Context: an optimization exercise on an open-source flow, tuned for small area, a short achievable clock period and few clock cycles per item. The choices shown serve that exercise and are no tape-out recipe.
Only simulation tests tie the RTL to the original design; equivalence was not proved.

==> flow/design.v (outline; a module is shown in full before it is edited, if it fits) <==
// module hsl_fa: 10 lines
// module hsl_ha: 9 lines
// module hsl_to_rgb_converter: 3510 lines
module hsl_to_rgb_converter (
	input  logic clk,
	input  logic arst_n,
	input  logic hsl_valid,
	output logic hsl_stall,
	input  hsl_pkg::hsl_t hsl,
	output logic rgb_valid,
	input  logic rgb_stall,
	output hsl_pkg::rgb_t rgb
);
  // ...
==> flow/run.sh <==
#!/bin/bash
# synth_recipe.tcl (not shown) runs the flow's synth.tcl, then flattens the netlist and writes it again
# the make line also repeats each setting of config.mk as NAME=value (left out here)
make -C /OpenROAD-flow-scripts/flow DESIGN_CONFIG=/design/flow/config.mk WORK_HOME=/design/flow/orfs CLKGATE_MAP_FILE= SYNTH_SCRIPT=/design/flow/synth_recipe.tcl finish
==> flow/config.mk <==
export PLATFORM = sky130hd
export DESIGN_NAME = hsl_to_rgb_converter
export DESIGN_NICKNAME = hsl_to_rgb_converter
export VERILOG_FILES = /design/flow/design.v
export SDC_FILE = /design/flow/constraint.sdc
export NUM_CORES = 4
export LEC_CHECK = 0
export CAP_MARGIN = 20
export CORE_MARGIN = 2
export CORE_UTILIZATION = 40
export SETUP_SLACK_MARGIN = 3.0
export SLEW_MARGIN = 20
export SYNTH_HIERARCHICAL = 1
export SYNTH_MINIMUM_KEEP_SIZE = 0
==> flow/constraint.sdc <==
create_clock -name core_clock -period 7.0 [get_ports {clk}]
set_input_delay 1.4000 -clock core_clock [delete_from_list [all_inputs] [get_ports {clk}]]
set_output_delay 1.4000 -clock core_clock [all_outputs]
set_load 0.01 [all_outputs]
==> reports/results.tsv, run 1 <==
stage	metric	value	unit
outcome	status	no timing/DRC/antenna violations	
finish	#MultiIn Comb	1087	
finish	Clock Network Area Fraction	3.42	%
route	DR WL met3	1.37	mm
route	wl on met1	17.4	mm
floorplanning	Tapcell Cnt	532	
placed_design	GP Congestion	0.844	
floorplanning	Die Footprint	0.0431	mm^2
logic_synthesis	mux share of post-synthesis cell area	1.36	%
logic_synthesis	count leader, synth	xnor2_1	
finish	Largest register FFs	72	
logic_synthesis	Ys Warns	7	
logic_synthesis	Synth Area in Simple Gates	7.48	%
cts	PostCTS Resize Cnt	31	
route	Detail Route Antenna Nets	0	
grt	GR Layer Usage met2	29.3	%
finish	Layout non-clock buf frac	5.66	%
sta	Hold WS	0.420	ns
route	met2 WL	18.5	mm
floorplanning	Die Y	208	um
placed_design	number of cells after detailed placement	1971	
route	drt drc	0	
sta	f_max	0.258	GHz
run	Max Cap Viol	0	
critical_path	Crit path depth	4	
critical_path	top cell family by delay on the critical path	buffers and inverters	
critical_path	CP max stage delay	0.54	ns
grt	met3 usage	1.74	%
finish	Final #Nets	1846	
grt	M1 GR Usage	24.7	%
critical_path	Setup crit end kind	output pin	
finish	most frequent cells in the layout	184 x xnor2_1, 182 x edfxtp_1, 153 x fa_1, 136 x ha_1, 119 x a22oi_1	
logic_synthesis	post-synthesis compound-gate area fraction	12.4	%
Testbench counts, summed over its fixed seeds: cycles 16,032, items 16,000.
==> run 2: changes to the inputs <==
==> flow/flow/run.sh (new file) <==
#!/bin/bash
# Layout flow: the standard flow (standard.sh) unchanged, except that the
# port buffers that global placement inserts are buf_2 cells rather than the
# default choice. Its full output goes to standard.log in this folder.
cp standard.sh standard_sh.txt.log
export BUFFER_PORTS_ARGS="-buffer_cell sky130_fd_sc_hd__buf_2"
bash standard.sh > standard.log 2>&1
==> flow/standard.sh (new file) <==
#!/bin/bash
# synth_recipe.tcl (not shown) runs the flow's synth.tcl, then flattens the netlist and writes it again
# the make line also repeats each setting of config.mk as NAME=value (left out here)
make -C /OpenROAD-flow-scripts/flow DESIGN_CONFIG=/design/flow/config.mk WORK_HOME=/design/flow/orfs CLKGATE_MAP_FILE= SYNTH_SCRIPT=/design/flow/synth_recipe.tcl "${@:-finish}"
--- a/flow/config.mk
+++ b/flow/config.mk
@@ -9,5 +9,5 @@
 export CORE_MARGIN = 2
 export CORE_UTILIZATION = 40
-export SETUP_SLACK_MARGIN = 3.0
+export SETUP_SLACK_MARGIN = 3.4
 export SLEW_MARGIN = 20
 export SYNTH_HIERARCHICAL = 1
removed: flow/run.sh
==> run 2 against run 1 <==
Compared with the run above:
- first-iteration DRC count increased by 8.2%
- cell count up 2.8%
- core utilization up 1.4 points
- worst hold slack better by 0.013 ns
- synthesized area is the same
- via count grew 3.0%
- non-clock buffer count is 58 higher
- critical endpoint is now r3[71]
- largest cell class unchanged
- highest routed layer unchanged
==> reports/results.tsv, run 2 <==
stage	metric	value	unit	change
outcome	status	no timing/DRC/antenna violations		
sta	Total Neg Setup Slack	0	ns	
cts	CTS tree	done		
grt	GRT Total Usage	18.5	%	
cts	clk buf depth	2		
sta	period utilization	55.1	%	
finish	Largest regs	r3 x72, ro x24, P2 x16		
grt	number of global-route vias before repair	11662		
run	Max Cap Viol	0		unchanged
logic_synthesis	count leader, synth	xnor2_1		
critical_path	worst-path fanout max	5		
placed_design	number of cells after detailed placement	1971		unchanged
finish	most frequent cells in the layout	182 x edfxtp_1, 172 x xnor2_1, 150 x fa_1, 122 x ha_1, 110 x a22oi_1		
floorplanning	Die Y	208	um	unchanged
cts	clock tree sinks	186		
critical_path	Arrival @ worst endpoint	4.06	ns	
floorplanning	Die Wd	208	um	
floorplanning	io pins	63		
logic_synthesis	top cells by count, synth	191 x xnor2_1, 182 x edfxtp_1, 155 x fa_1		
placed_design	GP Congestion	0.863		+2.2%
hold_path	worst hold start	sec1[2]		
sta	Final Hold Fails	0		
finish	Cell Count, Final, Fillers Out	2116		
logic_synthesis	prevailing post-synth register cell	edfxtp_1		
cts	Root Driver	clkbuf_16		
placed_design	dpl ws	2.81	ns	
sta	fin. max-slew vios	0		
finish	Layout fillers	3577		
sta	f_max	0.259	GHz	+0.51%
cts	Hold Buf Count CTS	0		
sta	RSZ-0062 raised after global routing	true		
finish	design area	0.0195	mm^2	
route	via count	11416		
hold_path	Hold WC Path Type	register to register		
finish	Reg with most FFs	r3		
sta	worst slew pin tran	1.16	ns	
grt	first-pass GRT wire length	63.1	mm	
sta	clock skew	0.0202	ns	
critical_path	Worst Path Required	7.20	ns	
route	drt drc	0		unchanged
cts	clock buffer count from CTS	17		
placed_design	Placement Cell Area	0.0174	mm^2	
placed_design	input/output buffers	62		
critical_path	Reg2Reg Depth	17		
route	vias per cell	5.40		
sta	post-layout minimum cycle time	3.86	ns	
logic_synthesis	Ys Warns	7		unchanged
route	Routed WL	40.9	mm	
logic_synthesis	Avg Synthesized Cell Area	11.3	um^2	
logic_synthesis	Post-Syn Instances	1460		
critical_path	WS Path Type	register to register		
logic_synthesis	Synth Register Bits	186		
finish	layout cells sized above 1	22.2	%	
route	Detailed Route Iter0 Violations	1005		
grt	largest net degree at the start of global routing	71		
logic_synthesis	Area contributors post-synth	edfxtp_1 33%, fa_1 19%, ha_1 11%, xnor2_1 10%, a22oi_1 5.4%		
logic_synthesis	Seq/Total Area, Yosys	33.6	%	
logic_synthesis	Synth area leader	edfxtp_1		
placed_design	dpl hpwl	27.7	mm	
grt	initial antenna violation count	0		
finish	Largest register FFs	72		unchanged
critical_path	reg2reg start	l2[0]		
floorplanning	# rows	74		
floorplanning	Core ar.	0.0408	mm^2	
finish	commonest non-fill, non-tap cell in the layout	edfxtp_1		
hold_path	hold worst-path end	sec2[2]		
critical_path	reg2reg end	r3[71]		
floorplanning	Die Footprint	0.0431	mm^2	unchanged
sta	Max-Slew Margin vs Limit	22.9	%	
finish	final core occ	47.8	%	
critical_path	Setup crit end kind	register		
cts	H-tree levels	4		
grt	GR Overflow Total	0		
finish	antenna cells	0		
cts	Clock transition at path regs	0.07	ns	
finish	area grow syn2layout	17.7	%	
finish	register area	0.00557	mm^2	
critical_path	crit path launch type	register		
cts	worst skew pair latency	0.47	ns	
logic_synthesis	Post-Syn Area	0.0166	mm^2	
finish	Multi-input gate area	0.0111	mm^2	
logic_synthesis	asr flop ratio synth	2.15	%	
route	Detail Route Antenna Nets	0		unchanged
finish	Final #Nets	1904		+3.1%
floorplanning	Initial Util	40.6	%	
critical_path	R2R Setup Slk	3.14	ns	
hold_path	WHS Path Cells	0		
logic_synthesis	Synth cell types	68		
sta	Final Worst Setup Slack	3.14	ns	
route	1st-pass router iterations	5		
logic_synthesis	Post-synth EDFFs	182		
sta	final setup violation count	0		
logic_synthesis	top-area cell type share of the netlist area	33.0	%	
route	WL/cell	19.3	um	
run 2: cell counts after synthesis:
Identical to the previous run, type by type.
run 2: Yosys stat by module (local to each module, per instance):
module,area (um^2),cells inside
hsl_ha,12.5,1
hsl_fa,20.0,1
hsl_to_rgb_converter,13200,1276
run 2: critical path, cell delays in order, from the launching register on:
cell      delay (ns)
edfxtp_1        0.50
ha_4            0.32
nor4b_4         0.21
a31oi_1         0.14
o21bai_2        0.25
and2_4          0.23
o21a_4          0.16
nor2_4          0.04
xnor2_2         0.14
ha_1            0.28
nor3_1          0.04
nor2_1          0.14
o41ai_2         0.10
buf_4           0.16
o31ai_4         0.30
nand4_4         0.21
nor4_4          0.26
xor2_1          0.11
run 2: timing repair:
| action | 4_1_cts | 5_1_grt |
|---|---|---|
| pin swaps | 39 | 39 |
| resized for setup | 64 | 72 |
| buffers inserted | 78 | 32 |
| gates cloned | 1 | 1 |
| setup endpoints to repair | 45 | 48 |
| endpoints found under the hold margin | 0 | 0 |
run 2: through the flow:
| stage | hold WS (ns) |
|---|---|
| 6_report | 0.433 |
| 3_5_place_dp | 0.410 |
| 4_1_cts | 0.429 |
| 3_3_place_gp | 0.403 |
| 2_1_floorplan | 0.400 |
| 5_1_grt | 0.428 |
run 2: worst max-delay path by stage:
stage                      start  depth (start not counted)  slack, ns      to
after global placement    r3[29]                         12       2.89   ro[7]
after CTS                 r3[22]                         12       3.18  ro[10]
after detailed placement   P2[8]                         14       2.81  r3[63]
final                      l2[0]                         17       3.14  r3[71]
after global routing      P2[10]                         17       2.98  r3[71]
after floorplan            P2[1]                         18       3.28  r3[70]
run 2: final cells by class:
class	instances	area share, %
Sequential cell	186	28.5
Tap cell	532	3.41
Clock inverter	14	0.860
Multi-Input combinational cell	1087	56.7
Inverter	101	1.97
Clock buffer	18	2.20
Timing Repair Buffer	178	6.34
run 2: cell families (layout without fill, tap and decap cells):
group	Yosys count	after routing	synth area share (%)
compound gates	303	303	12.4
fa+ha+maj	296	296	29.4
simple gates	247	249	7.48
xor+xnor	214	214	11.3
buf+inv	194	311	4.45
flops	186	186	33.6
mux	19	19	1.36
other cells	1	6	0.0226
run 2: layer usage:
metal	track usage, %	vias up	part of all wire, %
li1	-	5348	-
met1	24.6	5664	44
met2	30.5	357	49
met3	2.92	47	5.1
met4	7.14	0	2.3
met5	0	-	0
==> run 3: changes to the inputs <==
--- a/flow/config.mk
+++ b/flow/config.mk
@@ -6,8 +6,9 @@
 export NUM_CORES = 4
 export LEC_CHECK = 0
+export ABC_AREA = 1
 export CAP_MARGIN = 20
 export CORE_MARGIN = 2
 export CORE_UTILIZATION = 40
-export SETUP_SLACK_MARGIN = 3.4
+export SETUP_SLACK_MARGIN = 3.0
 export SLEW_MARGIN = 20
 export SYNTH_HIERARCHICAL = 1
==> run 3 against run 2 <==
Compared with the run above:
- cell count grew 8.3%
- first-iteration DRC count shrank 31%
- die area grew 1.4%
- worst hold slack lost 0.026 ns
- register-to-register slack gained 0.12 ns
- via count grew 7.0%
- synthesized cell count grew 15%
- synthesized area grew 1.5%
- global-route usage grew 0.63 points
- largest cell class unchanged
- highest routed layer unchanged
==> reports/results.tsv, run 3 <==
stage	metric	value	unit	change
finish	antenna cells	0		unchanged
finish	layout cells sized above 1	9.70	%	-12 points
critical_path	Arrival @ worst endpoint	2.41	ns	-1.65 ns
finish	Layout fillers	3955		+11%
finish	area grow syn2layout	10.1	%	
cts	Clock transition at path regs	0.08	ns	about the same
critical_path	worst-path fanout max	113		+108
route	via count	12214		+7.0%
critical_path	WS Path Type	primary input to output pin		
floorplanning	Die Footprint	0.0437	mm^2	+1.4%
sta	Total Neg Setup Slack	0	ns	unchanged
sta	worst slew pin tran	0.994	ns	-0.162 ns
cts	Hold Buf Count CTS	0		unchanged
finish	Final #Nets	2072		+8.8%
grt	initial antenna violation count	0		unchanged
logic_synthesis	top-area cell type share of the netlist area	32.5	%	-0.48 points
logic_synthesis	Synth area leader	edfxtp_1		
sta	Final Hold Fails	0		unchanged
logic_synthesis	count leader, synth	nand2_1		
placed_design	GP Congestion	0.890		+3.1%
critical_path	reg2reg start	L1[6]		
sta	clock skew	0.0188	ns	-0.00137 ns
cts	clock tree sinks	186		unchanged
logic_synthesis	Avg Synthesized Cell Area	9.99	um^2	-12%
route	drt drc	0		unchanged
finish	Largest regs	r3 x72, ro x24, P2 x16		
cts	clock buffer count from CTS	17		unchanged
logic_synthesis	Synth Register Bits	186		unchanged
floorplanning	Die Y	209	um	+0.72%
sta	f_max	0.263	GHz	+1.4%
route	WL/cell	17.6	um	-8.7%
placed_design	dpl hpwl	31.6	mm	+14%
finish	Reg with most FFs	r3		
sta	fin. max-slew vios	0		unchanged
finish	register area	0.00557	mm^2	unchanged
critical_path	R2R Setup Slk	3.26	ns	+0.12 ns
route	Routed WL	40.4	mm	-1.2%
sta	post-layout minimum cycle time	3.81	ns	-0.0522 ns
sta	RSZ-0062 raised after global routing	true		
critical_path	crit path to	hsl_stall		
grt	GR Overflow Total	0		unchanged
sta	final setup violation count	0		unchanged
hold_path	WHS Path Cells	0		unchanged
route	1st-pass router iterations	5		unchanged
grt	first-pass GRT wire length	65.6	mm	+4.0%
critical_path	crit path launch	rgb_stall		
logic_synthesis	Post-Syn Instances	1682		+15%
critical_path	Reg2Reg Depth	17		unchanged
logic_synthesis	Area contributors post-synth	edfxtp_1 33%, fa_1 18%, ha_1 10%, xor2_1 8.6%, nand2_1 5.9%		
sta	Max-Slew Margin vs Limit	33.7	%	+11 points
logic_synthesis	Post-Syn Area	0.0168	mm^2	+1.5%
route	Detail Route Antenna Nets	0		unchanged
critical_path	Setup crit end kind	output pin		
route	vias per cell	5.33		-1.2%
logic_synthesis	Synth cell types	54		-21%
cts	H-tree levels	4		unchanged
sta	Hold WS	0.408	ns	-0.0257 ns
cts	CTS tree	done		
finish	commonest non-fill, non-tap cell in the layout	nand2_1		
finish	most frequent cells in the layout	262 x nand2_1, 185 x inv_1, 182 x edfxtp_1, 166 x xor2_1, 154 x fa_1		
logic_synthesis	top cells by count, synth	265 x nand2_1, 195 x inv_1, 182 x edfxtp_1		
logic_synthesis	Seq/Total Area, Yosys	33.1	%	-0.49 points
outcome	status	no timing/DRC/antenna violations		
critical_path	reg2reg end	P2[13]		
finish	Largest register FFs	72		unchanged
logic_synthesis	Ys Warns	7		unchanged
placed_design	input/output buffers	62		unchanged
floorplanning	Initial Util	40.3	%	-0.23 points
floorplanning	# rows	75		+1.4%
cts	clk buf depth	2		unchanged
floorplanning	io pins	63		unchanged
logic_synthesis	Post-synth EDFFs	182		unchanged
critical_path	Worst Path Required	5.60	ns	-1.60 ns
critical_path	crit path launch type	primary input		
grt	largest net degree at the start of global routing	114		+61%
logic_synthesis	prevailing post-synth register cell	edfxtp_1		
sta	period utilization	54.4	%	-0.75 points
floorplanning	Core ar.	0.0417	mm^2	+2.0%
run	Max Cap Viol	0		unchanged
finish	Multi-input gate area	0.0103	mm^2	-6.6%
hold_path	Hold WC Path Type	register to register		
cts	Root Driver	clkbuf_16		
route	Detailed Route Iter0 Violations	690		-31%
grt	GRT Total Usage	19.2	%	+0.63 points
floorplanning	Die Wd	209	um	+0.72%
cts	worst skew pair latency	0.48	ns	about the same
grt	number of global-route vias before repair	12476		+7.0%
logic_synthesis	asr flop ratio synth	2.15	%	unchanged
==> run 3: cell count changes in the layout (fill, tap and decap cells not counted), moves of 83 or more <==
cell / delta
a22oi_1: -110
inv_1: +96
o22ai_1: +109
buf_4: -83
xor2_1: +144
nand2_1: +175
xnor2_1: -162
==> run 3: routing by layer <==
layer | up-vias | GRT usage (%) | wire length (um)
met5 | - | 0 | 0
met4 | 0 | 7.09 | 1180
met3 | 54 | 2.68 | 1790
met2 | 339 | 32.8 | 19700
met1 | 5952 | 24.8 | 17700
li1 | 5869 | - | -
==> run 3: repair_timing <==
item                       in CTS  in global routing
setup buffers                   4                 16
setup endpoints to repair       7                 13
pin swaps                       0                  2
gates resized for setup         6                 22
==> run 3: modules after synthesis, one instance, submodules excluded <==
module / flops+latches / cells
hsl_fa: 0 / 1
hsl_ha: 0 / 1
hsl_to_rgb_converter: 186 / 1498
==> run 3: worst min path at each step <==
| stage | from | endpoint | slack [ns] |
|---|---|---|---|
| global placement | sec1[1] | sec2[1] | 0.41 |
| finish | sec2[1] | sec3[1] | 0.41 |
| detailed placement | sec2[1] | sec3[1] | 0.41 |
| global route | sec2[1] | sec3[1] | 0.43 |
| CTS | sec2[1] | sec3[1] | 0.41 |
| floorplan | sec1[1] | sec2[1] | 0.40 |
==> run 3: critical path, cell delays in order <==
cell and delay (ns):
buf_2 0.13, nand2_8 0.54, inv_1 0.15, buf_2 0.18
==> run 3: kinds of logic (layout without fill, tap and decap cells) <==
| kind of cell | count (synthesis) | after routing | share of synthesized area (%) |
|---|---|---|---|
| adder cells (fa/ha/maj) | 296 | 296 | 29.0 |
| other | 1 | 6 | 0.0223 |
| multiplexers | 1 | 1 | 0.0596 |
| AO/OA/AOI/OAI | 266 | 266 | 9.68 |
| flip-flops | 186 | 186 | 33.1 |
| buffers and inverters | 261 | 326 | 5.92 |
| AND/OR/NAND/NOR | 492 | 492 | 12.8 |
| XOR/XNOR | 179 | 179 | 9.44 |
==> run 3: metrics by stage <==
step	instances	area [um^2]	setup slack, ns	utilization, %
floorplan	1687	16800	3.20	-
global placement	2239	17600	2.96	42.3
detailed placement	2239	17600	2.90	42.3
CTS	2275	18300	2.99	44.0
global route	2291	18500	2.99	44.4
finish	2291	18500	3.19	44.4
==> run 3: area by class of cell <==
| class | instances | area share, % |
|---|---|---|
| Tap cell | 539 | 3.65 |
| Clock inverter | 15 | 1.10 |
| Clock buffer | 17 | 2.30 |
| Timing Repair Buffer | 86 | 2.65 |
| Sequential cell | 186 | 30.1 |
| Inverter | 208 | 4.40 |
| Multi-Input combinational cell | 1240 | 55.8 |
==> run 4: changes to the inputs <==
--- a/flow/config.mk
+++ b/flow/config.mk
@@ -6,8 +6,7 @@
 export NUM_CORES = 4
 export LEC_CHECK = 0
-export ABC_AREA = 1
 export CAP_MARGIN = 20
 export CORE_MARGIN = 2
-export CORE_UTILIZATION = 40
+export CORE_UTILIZATION = 55
 export SETUP_SLACK_MARGIN = 3.0
 export SLEW_MARGIN = 20
==> run 4 against run 3 <==
Compared with the run above:
- synthesized cell count is 13% lower
- synthesized area down 1.4%
- setup slack got worse by 0.14 ns
- still clean on timing, DRC and antenna
- clock-buffer cell count is 1 higher
- flip-flop and latch count did not move
- non-clock buffer count increased by 58
- die area is 28% lower
- cell count fell by 15%
==> reports/results.tsv, run 4 <==
stage	metric	value	unit	change
outcome	status	no timing/DRC/antenna violations		
finish	antenna cells	0		unchanged
floorplanning	Die Footprint	0.0315	mm^2	-28%
logic_synthesis	Synth area leader	edfxtp_1		
sta	post-layout minimum cycle time	3.94	ns	+0.135 ns
logic_synthesis	Post-synth EDFFs	182		unchanged
cts	Root Driver	clkbuf_16		
cts	clock tree sinks	186		unchanged
hold_path	WHS Path Cells	0		unchanged
floorplanning	Die Y	178	um	-15%
floorplanning	# rows	63		-16%
cts	CTS tree	done		
logic_synthesis	Area contributors post-synth	edfxtp_1 33%, fa_1 19%, ha_1 11%, xnor2_1 10%, a22oi_1 5.4%		
critical_path	Worst Path Required	7.19	ns	+1.59 ns
finish	Cell Count, Final, Fillers Out	1937		-15%
route	1st-pass router iterations	6		+1
logic_synthesis	asr flop ratio synth	2.15	%	unchanged
logic_synthesis	count leader, synth	xnor2_1		
cts	clock buffer count from CTS	17		unchanged
critical_path	Setup crit end kind	register		
finish	area grow syn2layout	11.8	%	
sta	Final Hold Fails	0		unchanged
cts	worst skew pair latency	0.45	ns	-0.03 ns
critical_path	reg2reg start	r3[25]		
sta	fin. max-slew vios	0		unchanged
critical_path	worst-path fanout max	4		-96%
hold_path	worst hold start	sec1[2]		
finish	design area	0.0185	mm^2	+0.14%
critical_path	crit path launch	r3[25]		
logic_synthesis	top cells by count, synth	191 x xnor2_1, 182 x edfxtp_1, 155 x fa_1		
grt	first-pass GRT wire length	59.4	mm	-9.5%
placed_design	Placement Cell Area	0.0171	mm^2	-3.0%
sta	RSZ-0062 raised after global routing	true		
route	Detail Route Antenna Nets	0		unchanged
placed_design	GP Congestion	0.848		-4.7%
sta	f_max	0.254	GHz	-3.4%
sta	period utilization	56.3	%	+1.9 points
route	WL/cell	19.3	um	+9.4%
logic_synthesis	Avg Synthesized Cell Area	11.3	um^2	+14%
finish	Largest register FFs	72		unchanged
grt	largest net degree at the start of global routing	105		-7.9%
critical_path	R2R Setup Slk	3.06	ns	-0.20 ns
cts	Clock transition at path regs	0.07	ns	about the same
finish	commonest non-fill, non-tap cell in the layout	xnor2_1		
route	Routed WL	37.4	mm	-7.5%
cts	H-tree levels	4		unchanged
logic_synthesis	prevailing post-synth register cell	edfxtp_1		
route	vias per cell	5.76		+8.1%
logic_synthesis	Synth cell types	68		+26%
hold_path	hold worst-path end	sec2[2]		
critical_path	Arrival @ worst endpoint	4.13	ns	+1.72 ns
finish	Layout fillers	2470		-38%
logic_synthesis	top-area cell type share of the netlist area	33.0	%	+0.48 points
floorplanning	Core ar.	0.0296	mm^2	-29%
run	Max Cap Viol	0		unchanged
grt	number of global-route vias before repair	11022		-12%
floorplanning	Die Wd	178	um	-15%
finish	layout cells sized above 1	15.4	%	+5.7 points
finish	Reg with most FFs	r3		
sta	final setup violation count	0		unchanged
critical_path	reg2reg end	ro[10]		
finish	most frequent cells in the layout	184 x xnor2_1, 182 x edfxtp_1, 154 x fa_1, 136 x ha_1, 118 x a22oi_1		
critical_path	WS Path Type	register to register		
placed_design	input/output buffers	62		unchanged
logic_synthesis	Seq/Total Area, Yosys	33.6	%	+0.49 points
logic_synthesis	Ys Warns	7		unchanged
logic_synthesis	Post-Syn Area	0.0166	mm^2	-1.4%
sta	Hold WS	0.423	ns	+0.0156 ns
placed_design	number of cells after detailed placement	1832		-18%
placed_design	dpl hpwl	26.4	mm	-17%
critical_path	crit path launch type	register		
logic_synthesis	Post-Syn Instances	1460		-13%
critical_path	CP max stage delay	0.57	ns	+0.03 ns
route	via count	11165		-8.6%
critical_path	CP max stage cell	fa_1		
floorplanning	Initial Util	55.9	%	+16 points
floorplanning	io pins	63		unchanged
sta	worst slew pin tran	1.18	ns	+0.183 ns
grt	GR Overflow Total	0		unchanged
logic_synthesis	Synth Register Bits	186		unchanged
sta	Max-Slew Margin vs Limit	21.6	%	-12 points
sta	Total Neg Setup Slack	0	ns	unchanged
sta	clock skew	0.0170	ns	-0.00182 ns
finish	Final #Nets	1868		-9.8%
route	drt drc	0		unchanged
critical_path	Reg2Reg Depth	12		-5
finish	Largest regs	r3 x72, ro x24, P2 x16		
critical_path	worst-path cell chain	fa_1 -> fa_1 -> ha_1 -> a21o_1 -> a21o_1 -> a221oi_1 -> a31oi_2 -> a21oi_4 -> o21bai_2 -> xnor2_2 -> o21ai_0 -> mux2_2		
grt	GRT Total Usage	24.4	%	+5.2 points
grt	initial antenna violation count	0		unchanged
route	Detailed Route Iter0 Violations	930		+35%
hold_path	Hold WC Path Type	register to register		
cts	clk buf depth	2		unchanged
## run 4: cell types whose count changed after synthesis, sizes merged, moves of 16 or more
cell | previous run | this run
nand2 | 270 | 89
xnor2 | 12 | 191
xor2 | 167 | 23
a22oi | 0 | 119
o22ai | 118 | 9
inv | 201 | 100
nand3 | 93 | 10
clkbuf | 36 | 86
nor2 | 74 | 51
nor2b | 0 | 16
## run 4: worst max path at each step
| stage | cells after the start | endpoint | slack (ns) |
|---|---|---|---|
| after global routing | 16 | r3[63] | 2.91 |
| final | 12 | ro[10] | 3.06 |
| after detailed placement | 18 | r3[70] | 2.60 |
| after CTS | 12 | ro[10] | 2.99 |
| after floorplan | 19 | r3[70] | 3.08 |
| after global placement | 12 | ro[7] | 2.73 |
## run 4: routing by layer
metal	share of wire [%]	vias to the layer above	track usage, %
li1	-	5258	-
met1	45	5542	35.1
met2	47	328	38.0
met3	5.8	37	3.81
met4	1.8	0	7.68
met5	0	-	0
## run 4: cells by family (layout without fill, tap and decap cells)
family / after synthesis / after routing / synth area share [%]
buffers and inverters: 194 / 276 / 4.45
flip-flops: 186 / 186 / 33.6
XOR/XNOR: 214 / 214 / 11.3
AO/OA/AOI/OAI: 303 / 303 / 12.4
multiplexers: 19 / 19 / 1.36
other: 1 / 6 / 0.0226
AND/OR/NAND/NOR: 247 / 247 / 7.48
adder cells (fa/ha/maj): 296 / 296 / 29.4
## run 4: cell type report
cell class / instances / area, um^2 / area share [%]
clock buffer: 18 / 429 / 2.32
inverter: 101 / 379 / 2.05
clock inverter: 13 / 144 / 0.777
tap: 390 / 488 / 2.63
multi-input combinational: 1085 / 10600 / 57.1
timing repair buffer: 144 / 946 / 5.11
sequential: 186 / 5570 / 30.0
## run 4: what timing repair did
item / in CTS / in global routing
setup buffers: 18 / 53
pin swaps: 3 / 18
gates resized for setup: 16 / 33
gates cloned: 0 / 0
setup endpoints to repair: 29 / 37
hold buffers: 0 / 0
## run 4: critical path: cells and delay by family, from the launching register on
family | cells | cell delay (ns)
adder cells (fa/ha/maj) | 3 | 1.28
multiplexers | 1 | 0.27
AO/OA/AOI/OAI | 7 | 1.40
flip-flops | 1 | 0.44
XOR/XNOR | 1 | 0.30
## run 4: per-stage QoR
stage                     util (%)  setup WS (ns)
after floorplan                  -           3.08
after global placement        57.8           2.73
after detailed placement      57.8           2.60
after CTS                     60.4           2.99
after global routing          62.5           2.91
final                         62.5           3.06
## run 4: Yosys stat by module (local to each module, per instance)
module	cell area, um^2	flip-flops and latches	times used	cells inside
hsl_ha	12.5	0	36	1
hsl_to_rgb_converter	13200	186	1	1276
hsl_fa	20.0	0	148	1
==> run 5: changes to the inputs <==
--- a/flow/config.mk
+++ b/flow/config.mk
@@ -6,4 +6,5 @@
 export NUM_CORES = 4
 export LEC_CHECK = 0
+export ABC_AREA = 1
 export CAP_MARGIN = 20
 export CORE_MARGIN = 2
==> run 5 against run 4 <==
Compared with the run above:
- global-route usage up 2.2 points
- synthesized area up 1.5%
- routed wire length up 8.5%
- non-clock buffer count down 44
- register-to-register slack better by 0.15 ns
- sequential share of layout area up 0.21 points
- worst hold slack better by 0.0039 ns
- highest routed layer unchanged
- via count up 9.2%
- cell count up 12%
- die area up 1.4%
==> reports/results.tsv, run 5 <==
stage	metric	value	unit	change
finish	most frequent cells in the layout	263 x nand2_1, 185 x inv_1, 182 x edfxtp_1, 166 x xor2_1, 155 x fa_1		
route	Routed WL	40.6	mm	+8.5%
route	WL/cell	18.8	um	-2.8%
floorplanning	Core ar.	0.0303	mm^2	+2.4%
logic_synthesis	Area contributors post-synth	edfxtp_1 33%, fa_1 18%, ha_1 10%, xor2_1 8.6%, nand2_1 5.9%		
logic_synthesis	top-area cell type share of the netlist area	32.5	%	-0.48 points
finish	Reg with most FFs	r3		
logic_synthesis	Post-Syn Instances	1682		+15%
route	via count	12188		+9.2%
sta	worst slew pin tran	1.03	ns	-0.146 ns
grt	number of global-route vias before repair	12115		+9.9%
critical_path	WS Path Type	primary input to output pin		
placed_design	GP Congestion	0.892		+5.2%
route	Detail Route Antenna Nets	0		unchanged
cts	CTS tree	done		
grt	largest net degree at the start of global routing	117		+11%
floorplanning	Die Wd	179	um	+0.71%
placed_design	dpl ws	2.91	ns	+0.317 ns
grt	GR Overflow Total	0		unchanged
cts	clock buffer count from CTS	17		unchanged
sta	f_max	0.261	GHz	+2.9%
finish	layout cells sized above 1	10.4	%	-5.1 points
placed_design	dpl hpwl	31.1	mm	+18%
cts	Hold Buf Count CTS	0		unchanged
grt	GRT Total Usage	26.5	%	+2.2 points
placed_design	input/output buffers	62		unchanged
sta	Max-Slew Margin vs Limit	31.3	%	+9.7 points
cts	clk buf depth	2		unchanged
route	wl on met1	18.2	mm	+6.7%
sta	Total Neg Setup Slack	0	ns	unchanged
logic_synthesis	prevailing post-synth register cell	edfxtp_1		
route	Detailed Route Iter0 Violations	976		+4.9%
outcome	status	no timing/DRC/antenna violations		
cts	Root Driver	clkbuf_16		
logic_synthesis	asr flop ratio synth	2.15	%	unchanged
finish	Cell Count, Final, Fillers Out	2162		+12%
logic_synthesis	Avg Synthesized Cell Area	9.99	um^2	-12%
route	drt drc	0		unchanged
critical_path	worst-path fanout max	116		+112
hold_path	Hold WC Path Type	register to register		
sta	post-layout minimum cycle time	3.83	ns	-0.112 ns
route	1st-pass router iterations	6		unchanged
cts	worst skew pair latency	0.45	ns	about the same
logic_synthesis	Synth Register Bits	186		unchanged
sta	period utilization	54.7	%	-1.6 points
finish	area grow syn2layout	9.48	%	
finish	Largest regs	r3 x72, ro x24, P2 x16		
logic_synthesis	Post-synth EDFFs	182		unchanged
logic_synthesis	Synth cell types	54		-21%
sta	Final Hold Fails	0		unchanged
cts	Clock transition at path regs	0.08	ns	about the same
floorplanning	Die Y	179	um	+0.71%
logic_synthesis	top cells by count, synth	265 x nand2_1, 195 x inv_1, 182 x edfxtp_1		
cts	clock tree sinks	186		unchanged
run	Max Cap Viol	0		unchanged
floorplanning	Initial Util	55.4	%	-0.51 points
route	met2 WL	19.2	mm	+9.4%
finish	Largest register FFs	72		unchanged
critical_path	Worst Path Required	5.60	ns	-1.59 ns
logic_synthesis	Synth area leader	edfxtp_1		
route	Top Metal Used	met4		
logic_synthesis	Ys Warns	7		unchanged
route	vias per cell	5.64		-2.2%
placed_design	number of cells after detailed placement	2097		+14%
sta	final setup violation count	0		unchanged
sta	fin. max-slew vios	0		unchanged
logic_synthesis	Post-Syn Area	0.0168	mm^2	+1.5%
floorplanning	Die Footprint	0.0320	mm^2	+1.4%
critical_path	crit path launch type	primary input		
floorplanning	io pins	63		unchanged
grt	initial antenna violation count	0		unchanged
sta	clock skew	0.0167	ns	-0.000293 ns
logic_synthesis	count leader, synth	nand2_1		
finish	commonest non-fill, non-tap cell in the layout	nand2_1		
grt	first-pass GRT wire length	64.9	mm	+9.4%
critical_path	Setup crit end kind	output pin		
sta	RSZ-0062 raised after global routing	true		
cts	H-tree levels	4		unchanged
floorplanning	# rows	64		+1.6%
logic_synthesis	Seq/Total Area, Yosys	33.1	%	-0.49 points
finish	antenna cells	0		unchanged
finish	Final #Nets	2086		+12%
finish	Layout fillers	2602		+5.3%
critical_path	Arrival @ worst endpoint	2.43	ns	-1.70 ns
sta	Final Worst Setup Slack	3.17	ns	+0.112 ns
route	DR WL met3	2.01	mm	-6.5%
[run 5: cell count changes after synthesis, moves of 50 or more]
cell and change:
a22oi_1 -119, clkbuf_1 -50, inv_1 +95, nand2_1 +176, nand3_1 +79, o22ai_1 +109
xnor2_1 -179, xor2_1 +143
[run 5: critical path, stage by stage]
cell and delay [ns]:
buf_2 0.13, nand2_8 0.56, inv_1 0.15, buf_2 0.18
[run 5: kinds of logic after synthesis]
logic type / count (synthesis) / share of synthesized area (%)
xor gates and xnor gates: 179 / 9.44
adders and majority gates: 296 / 29.0
other: 1 / 0.0223
DFF: 186 / 33.1
muxes: 1 / 0.0596
and+or+nand+nor: 492 / 12.8
buffers and inverters: 261 / 5.92
AOI/OAI and AO/OA: 266 / 9.68
[run 5: path summary, 6_finish.rpt]
| check | startpoint | to | slack, ns | depth (start not counted) |
|---|---|---|---|---|
| min in group asynchronous | arst_n | v1 | 0.75 | 1 |
| hold reg to reg | sec1[2] | sec2[2] | 0.43 | 0 |
| max in group asynchronous | arst_n | v3 | 6.14 | 1 |
| setup reg to reg | bn2[0] | r3[34] | 3.21 | 6 |
| hold / removal | sec1[2] | sec2[2] | 0.43 | 0 |
| setup / recovery | rgb_stall | hsl_stall | 3.17 | 4 |
[run 5: cell type report]
type | instances | area, um^2 | area share [%]
timing repair buffer | 100 | 596 | 3.24
multi-input combinational | 1240 | 10300 | 56.1
clock buffer | 19 | 453 | 2.46
clock inverter | 13 | 149 | 0.809
tap | 396 | 495 | 2.69
inverter | 208 | 825 | 4.48
sequential | 186 | 5570 | 30.2
[run 5: metrics by stage]
stage | util (%) | hold slack, ns | instance area, um^2
floorplan | - | 0.400 | 16800
finish | 60.6 | 0.427 | 18400
CTS | 59.7 | 0.426 | 18100
detailed placement | 57.6 | 0.407 | 17500
global placement | 57.6 | 0.401 | 17500
global route | 60.6 | 0.429 | 18400
[run 5: repair_timing]
| item | in CTS | in global routing |
|---|---|---|
| endpoints found under the hold margin | 0 | 0 |
| resized for setup | 5 | 20 |
| setup endpoints to repair | 6 | 15 |
| setup buffers | 2 | 31 |
| pin swaps | 0 | 0 |
[run 5: modules after synthesis, one instance, submodules excluded]
module / cells / cell area [um^2] / times used / flops+latches
hsl_to_rgb_converter: 1498 / 13400 / 1 / 186
hsl_ha: 1 / 12.5 / 36 / 0
hsl_fa: 1 / 20.0 / 148 / 0
[run 5: layer usage]
metal / GRT usage (%) / vias to the layer above
li1: - / 5891
met1: 36.0 / 5865
met2: 43.8 / 371
met3: 3.84 / 61
met4: 8.88 / 0
met5: 0 / -
==> run 6: changes to the inputs <==
--- a/flow/config.mk
+++ b/flow/config.mk
@@ -6,8 +6,7 @@
 export NUM_CORES = 4
 export LEC_CHECK = 0
-export ABC_AREA = 1
 export CAP_MARGIN = 20
 export CORE_MARGIN = 2
-export CORE_UTILIZATION = 55
+export CORE_UTILIZATION = 40
 export SETUP_SLACK_MARGIN = 3.0
 export SLEW_MARGIN = 20
==> run 6 against run 5 <==
Compared with the run above:
- setup slack worse by 0.019 ns
- maximum frequency down 0.49%
- first-iteration DRC count down 9.1%
- largest cell class unchanged
- core utilization down 15 points
- still clean on timing, DRC and antenna
- non-clock buffer count up 17
- global-route usage down 9.3 points
- final area up 0.21%
- cell count down 5.1%
- highest routed layer unchanged
==> reports/results.tsv, run 6 <==
stage	metric	value	unit	change
critical_path	Setup crit end kind	register		
cts	H-tree levels	4		unchanged
finish	most frequent cells in the layout	184 x xnor2_1, 182 x edfxtp_1, 153 x fa_1, 137 x ha_1, 118 x a22oi_1		
finish	antenna cells	0		unchanged
logic_synthesis	Post-Syn Instances	1460		-13%
critical_path	worst-path cell chain	inv_1 -> ha_4 -> nor4b_4 -> a31oi_2 -> o21bai_2 -> and2_4 -> o21a_4 -> nor2_2 -> xnor2_2 -> ha_2 -> nor3_1 -> nor2_1 -> o41ai_2 -> buf_4 -> o31ai_4 -> nand4_4 -> nor4_4 -> xor2_1		
floorplanning	Initial Util	40.6	%	-15 points
critical_path	worst-path fanout max	5		-96%
critical_path	Worst Path Required	7.20	ns	+1.60 ns
finish	layout cells sized above 1	14.0	%	+3.7 points
placed_design	input/output buffers	62		unchanged
critical_path	crit path launch type	register		
sta	Max-Slew Margin vs Limit	23.9	%	-7.4 points
logic_synthesis	top-area cell type share of the netlist area	33.0	%	+0.48 points
placed_design	dpl hpwl	27.5	mm	-11%
critical_path	CP max stage delay	0.50	ns	-0.06 ns
floorplanning	Core ar.	0.0408	mm^2	+35%
logic_synthesis	Area contributors post-synth	edfxtp_1 33%, fa_1 19%, ha_1 11%, xnor2_1 10%, a22oi_1 5.4%		
logic_synthesis	Seq/Total Area, Yosys	33.6	%	+0.49 points
finish	Multi-input gate area	0.0105	mm^2	+2.2%
route	drt drc	0		unchanged
cts	worst skew pair latency	0.45	ns	about the same
sta	post-layout minimum cycle time	3.85	ns	+0.0188 ns
finish	Largest regs	r3 x72, ro x24, P2 x16		
critical_path	reg2reg end	r3[71]		
route	via count	10877		-11%
grt	GRT Total Usage	17.3	%	-9.3 points
finish	area grow syn2layout	11.3	%	
logic_synthesis	Synth cell types	68		+26%
critical_path	WS Path Type	register to register		
sta	clock skew	0.0146	ns	-0.00207 ns
outcome	status	no timing/DRC/antenna violations		
grt	number of global-route vias before repair	10845		-10%
floorplanning	# rows	74		+16%
hold_path	worst hold start	sec1[2]		
logic_synthesis	Post-synth EDFFs	182		unchanged
route	Detail Route Antenna Nets	0		unchanged
finish	Layout fillers	3766		+45%
logic_synthesis	prevailing post-synth register cell	edfxtp_1		
logic_synthesis	top cells by count, synth	191 x xnor2_1, 182 x edfxtp_1, 155 x fa_1		
route	vias per cell	5.30		-6.0%
logic_synthesis	Synth area leader	edfxtp_1		
sta	Total Neg Setup Slack	0	ns	unchanged
critical_path	Arrival @ worst endpoint	4.05	ns	+1.62 ns
finish	Largest register FFs	72		unchanged
run	Max Cap Viol	0		unchanged
sta	f_max	0.260	GHz	-0.49%
route	1st-pass router iterations	5		-1
cts	Root Driver	clkbuf_16		
critical_path	crit path buf inv count	2		-1
sta	RSZ-0062 raised after global routing	true		
hold_path	Hold WC Path Type	register to register		
route	WL/cell	17.9	um	-4.3%
logic_synthesis	Avg Synthesized Cell Area	11.3	um^2	+14%
critical_path	CP max stage cell	edfxtp_1		
route	Detailed Route Iter0 Violations	887		-9.1%
placed_design	GP Congestion	0.845		-5.2%
sta	worst slew pin tran	1.14	ns	+0.111 ns
sta	period utilization	55.0	%	+0.27 points
critical_path	top cell family by delay on the critical path	simple AND/OR/NAND/NOR gates		
critical_path	R2R Setup Slk	3.15	ns	-0.06 ns
grt	GR Overflow Total	0		unchanged
floorplanning	io pins	63		unchanged
floorplanning	Die Footprint	0.0431	mm^2	+35%
cts	clk buf depth	2		unchanged
critical_path	Reg2Reg Depth	18		+12
logic_synthesis	asr flop ratio synth	2.15	%	unchanged
hold_path	hold worst-path end	sec2[2]		
finish	register area	0.00557	mm^2	unchanged
finish	Reg with most FFs	r3		
logic_synthesis	Synth Register Bits	186		unchanged
cts	Hold Buf Count CTS	0		unchanged
finish	commonest non-fill, non-tap cell in the layout	xnor2_1		
sta	Final Hold Fails	0		unchanged
route	Routed WL	36.8	mm	-9.2%
grt	first-pass GRT wire length	59.2	mm	-8.8%
grt	largest net degree at the start of global routing	129		+10%
cts	Clock transition at path regs	0.07	ns	about the same
critical_path	crit path launch	P2[8]		
cts	clock tree sinks	186		unchanged
cts	CTS tree	done		
sta	fin. max-slew vios	0		unchanged
floorplanning	Die Y	208	um	+16%
finish	Final #Nets	1841		-12%
logic_synthesis	count leader, synth	xnor2_1		
sta	final setup violation count	0		unchanged
logic_synthesis	Ys Warns	7		unchanged
grt	initial antenna violation count	0		unchanged
logic_synthesis	Post-Syn Area	0.0166	mm^2	-1.4%
sta	Hold WS	0.418	ns	-0.00910 ns
critical_path	reg2reg start	P2[8]		
hold_path	WHS Path Cells	0		unchanged
floorplanning	Die Wd	208	um	+16%
cts	clock buffer count from CTS	17		unchanged
## run 6: worst register-to-register path, delay by kind of cell (launching register included)
family | cells | cell delay (ns)
XOR/XNOR | 2 | 0.25
adder cells (fa/ha/maj) | 2 | 0.63
AND/OR/NAND/NOR | 7 | 1.02
buffers and inverters | 2 | 0.28
flip-flops | 1 | 0.50
AO/OA/AOI/OAI | 5 | 0.90
## run 6: kinds of logic after synthesis
family / Yosys count / share of synthesized area, %
compound gates: 303 / 12.4
simple gates: 247 / 7.48
xor+xnor: 214 / 11.3
buf+inv: 194 / 4.45
flops: 186 / 33.6
mux: 19 / 1.36
fa+ha+maj: 296 / 29.4
other cells: 1 / 0.0226
## run 6: repair_timing
item	in CTS	in global routing
pin swaps	4	12
endpoints found under the setup margin	35	30
resized for setup	13	34
setup buffers	13	36
hold endpoints to repair	0	0
## run 6: worst max path at each step
stage	to	cells after the start
3_5_place_dp	ro[15]	12
2_1_floorplan	r3[70]	19
6_report	r3[71]	18
3_3_place_gp	ro[15]	12
5_1_grt	ro[7]	12
4_1_cts	P2[15]	13
## run 6: final cells by class
type	instances	area share (%)
Clock buffer	17	2.31
Tap cell	532	3.61
Timing Repair Buffer	117	3.92
Inverter	101	2.06
Multi-Input combinational cell	1085	57.2
Sequential cell	186	30.2
Clock inverter	14	0.760
## run 6: modules after synthesis (local to each module, per instance)
module / cells inside / flops+latches
hsl_to_rgb_converter: 1276 / 186
hsl_fa: 1 / 0
hsl_ha: 1 / 0
## run 6: metal layers
metal  global-route usage [%]  share of wire (%)
met1                     23.7                 45
met2                     28.5                 49
met3                     2.50                4.8
met4                     4.73                1.8
met5                        0                  0
## run 6: per-stage QoR
stage,std cells,cell area [um^2],setup slack [ns],util [%]
finish,2052,18400,3.15,45.2
global route,2052,18400,2.98,45.2
CTS,2016,18000,3.01,44.1
detailed placement,1972,17300,2.62,42.3
global placement,1972,17300,2.64,42.3
floorplan,1465,16600,3.08,-

static timing again, ports no longer ideal:
The results above use ideal ports. As a check the final layouts listed here were re-extracted and re-timed, cells and wires unchanged.
Step 1, drivers: a clkbuf_16 drives clk and a buf_2 each remaining input, both assumed.
Step 2 moves the port delays by t, midway between the first and last clock arrival at a register: inputs arrive t later, outputs are due t later. That takes back most of the time a late clock gives input paths.
Three values: ideal ports, drivers, drivers and shift; two values: the first two.
| run | t (ns) | slack for setup (ns) | clock arrival spread, ns | slew at the worst register clock pin (ns) |
|---|---|---|---|---|
| run 1 | 0.494 | 3.123 / 3.098 / 2.972 | 0.016 / 0.016 | 0.08 / 0.08 |
| run 2 | 0.508 | 3.143 / 3.143 / 3.143 | 0.021 / 0.021 | 0.08 / 0.08 |
| run 3 | 0.518 | 3.195 / 3.175 / 3.175 | 0.020 / 0.020 | 0.09 / 0.09 |
| run 4 | 0.493 | 3.060 / 3.060 / 3.060 | 0.018 / 0.018 | 0.08 / 0.08 |
| run 5 | 0.490 | 3.172 / 3.145 / 3.145 | 0.017 / 0.017 | 0.08 / 0.08 |
| run 6 | 0.498 | 3.153 / 3.153 / 3.153 | 0.015 / 0.015 | 0.08 / 0.08 |
After both steps setup and hold are still met in every run listed. For run 1, which loses most, drivers alone change the setup slack by -0.025 ns; drivers and shift together by -0.151 ns.
